From an optimization exercise on the open Yosys and OpenROAD flow, aimed at small area and a short achievable clock period; shortcuts taken in it are not production practice. The RTL was checked by simulation tests, not by an equivalence proof against the original design.

## red
## layer_blend
module layer_blend #(
    parameter logic [23:0] BG_RGB    = 24'h000000,
    parameter logic        SYNC_IDLE = 1'b1
) (
    input  logic        clk,
    input  logic        rst,
    input  logic [31:0] color_rgba_top,
    input  logic [31:0] color_rgba_mid,
    input  logic [31:0] color_rgba_bot,
    input  logic        bright_in,
    input  logic        hsync_in,
    input  logic        vsync_in,
    output logic [23:0] rgb_out,
    output logic        bright_out,
    output logic        hsync_out,
    output logic        vsync_out
);
For scale: roughly 2100 cells after synthesis, about 280 flip-flops, about 130 I/O pins, roughly 21000 µm² of cells after synthesis.
Settings: LEC_CHECK=0, CAP_MARGIN=20, CORE_MARGIN=2, CORE_UTILIZATION=60, CTS_BUF_LIST=sky130_fd_sc_hd__clkbuf_8, CTS_CLUSTER_DIAMETER=60, CTS_CLUSTER_SIZE=20, SETUP_SLACK_MARGIN=4.0, SLEW_MARGIN=20, TNS_END_PERCENT=10; clock period 8.0 ns.
standard.sh (not shown) runs the stock make flow with config.mk's settings and CLKGATE_MAP_FILE= SYNTH_SCRIPT=/design/flow/synth_recipe.tcl, a recipe that flattens the netlist after the stock synthesis.
==> flow/flow/run.sh <==
#!/bin/bash
set -euo pipefail
extra=()
if [[ -f flow/make.args ]]; then
  while IFS= read -r line; do [[ -n "$line" ]] && extra+=("$line"); done < flow/make.args
fi
bash standard.sh SYNTH_CANONICALIZE_TCL="$PWD/flow/leafmap.tcl" "${extra[@]}" finish > make.log 2>&1
Other scripts of this flow, unchanged in this note and not shown: flow/flow/leafmap.tcl, flow/flow/leafmap.v, flow/flow/make.args
The following lists how blue was set up differently from red:
- removing TNS_END_PERCENT (formerly 10)
Notes after the runs:
- Post-cts resize count: blue > red
- From red to blue the numbers moved as follows: register bit total from synthesis was more or less identical; global-route usage comparable; measured slew at the worst slew-check pin now sits higher.
- Final routed wirelength across all metal layers on blue is up relative to red.
- red → blue: worst setup slack picked up an extra 0.073 ns, core utilization picked up an extra 0.22 points, layout-stage area growth over the synthesis result picked up an extra 0.37 points.
What green does differently from blue at the input level:
- SETUP_SLACK_MARGIN now 4.1, was 4.0
==> results.txt <==
green vs. blue: total routed wirelength about even, transition time at the pin with the least slew margin fell 0.029 ns. Re growth of design area from synthesis to finish: green is 1.3 points up on blue. Looking at setup slack, green sits above blue.

---

## P
layer_blend, a different RTL version from the one above (not shown whole).
==> flow/config.mk <==
export PLATFORM = sky130hd
export DESIGN_NAME = layer_blend
export DESIGN_NICKNAME = layer_blend
export VERILOG_FILES = /design/flow/design.v
export SDC_FILE = /design/flow/constraint.sdc
export NUM_CORES = 4
export LEC_CHECK = 0
export CAP_MARGIN = 20
export CORE_MARGIN = 2
export CORE_UTILIZATION = 60
export CTS_BUF_LIST = sky130_fd_sc_hd__clkbuf_8
export CTS_CLUSTER_DIAMETER = 60
export CTS_CLUSTER_SIZE = 20
export SETUP_SLACK_MARGIN = 4.0
export SLEW_MARGIN = 20
==> flow/constraint.sdc <==
create_clock -name core_clock -period 8.0 [get_ports {clk}]
set_input_delay 1.6000 -clock core_clock [delete_from_list [all_inputs] [get_ports {clk}]]
set_output_delay 1.6000 -clock core_clock [all_outputs]
set_load 0.01 [all_outputs]
Scripts as last shown in full above: flow/flow/run.sh
Other scripts of this flow, unchanged in this note and not shown: flow/flow/leafmap.tcl, flow/flow/leafmap.v, flow/flow/make.args
P: no failed stages, no open violations at the end
diff inputs: P => Q
- changing SETUP_SLACK_MARGIN from 4.0 to 4.2
## What came out
- [compare] base=P new=Q: minimum hold slack neither gained nor lost much, cell area picked up an extra about 2.8%, fraction of final layout cells with drive strength greater than 1 picked up an extra 4.9 points, transition time at the pin with the least slew margin neither gained nor lost much.
- P → Q: total of cells resized after clock tree synthesis increased 35.
- When the final numbers for P and Q were put side by side, the final clock period utilization by the worst path turned out to be smaller in Q.
- Q contains more vias than P.
- Comparing Q against P, there is no change at all in maximum number of pins on one net before global-route repair.
- Q closes out successfully: all stages finished, all timing, DRC and antenna checks passed.

re-timing with driven ports:
In the flow no input, the clock included, has a driving cell. The finished layouts below were timed again as built, in two steps.
Step 1 (the two cells are an assumption about what drives the block):
set clk [get_ports {clk}]
set_driving_cell -lib_cell sky130_fd_sc_hd__clkbuf_16 $clk
set_driving_cell -lib_cell sky130_fd_sc_hd__buf_2 [delete_from_list [all_inputs] $clk]
Step 2, shift: input delay + t, output delay - t, t = (earliest + latest rising clock arrival at the registers) / 2. This alone moves slack from input paths to output paths.
Three values: ideal, step 1, step 2; two values: the first two.
run | t (ns) | setup slack, ns | clock arrival spread, ns
red | 0.653 | 4.051 / 4.051 / 3.675 | 0.032 / 0.032
blue | 0.657 | 4.124 / 4.124 / 3.671 | 0.034 / 0.035
green | 0.660 | 4.141 / 4.141 / 3.684 | 0.034 / 0.034
P | 0.660 | 4.141 / 4.088 / 3.806 | 0.049 / 0.048
Q | 0.664 | 4.218 / 4.165 / 3.805 | 0.050 / 0.050
After both steps setup and hold are still met in every run listed. The setup slack of green, which loses most, moves by 0.000 ns with the drivers and by -0.457 ns with both steps.
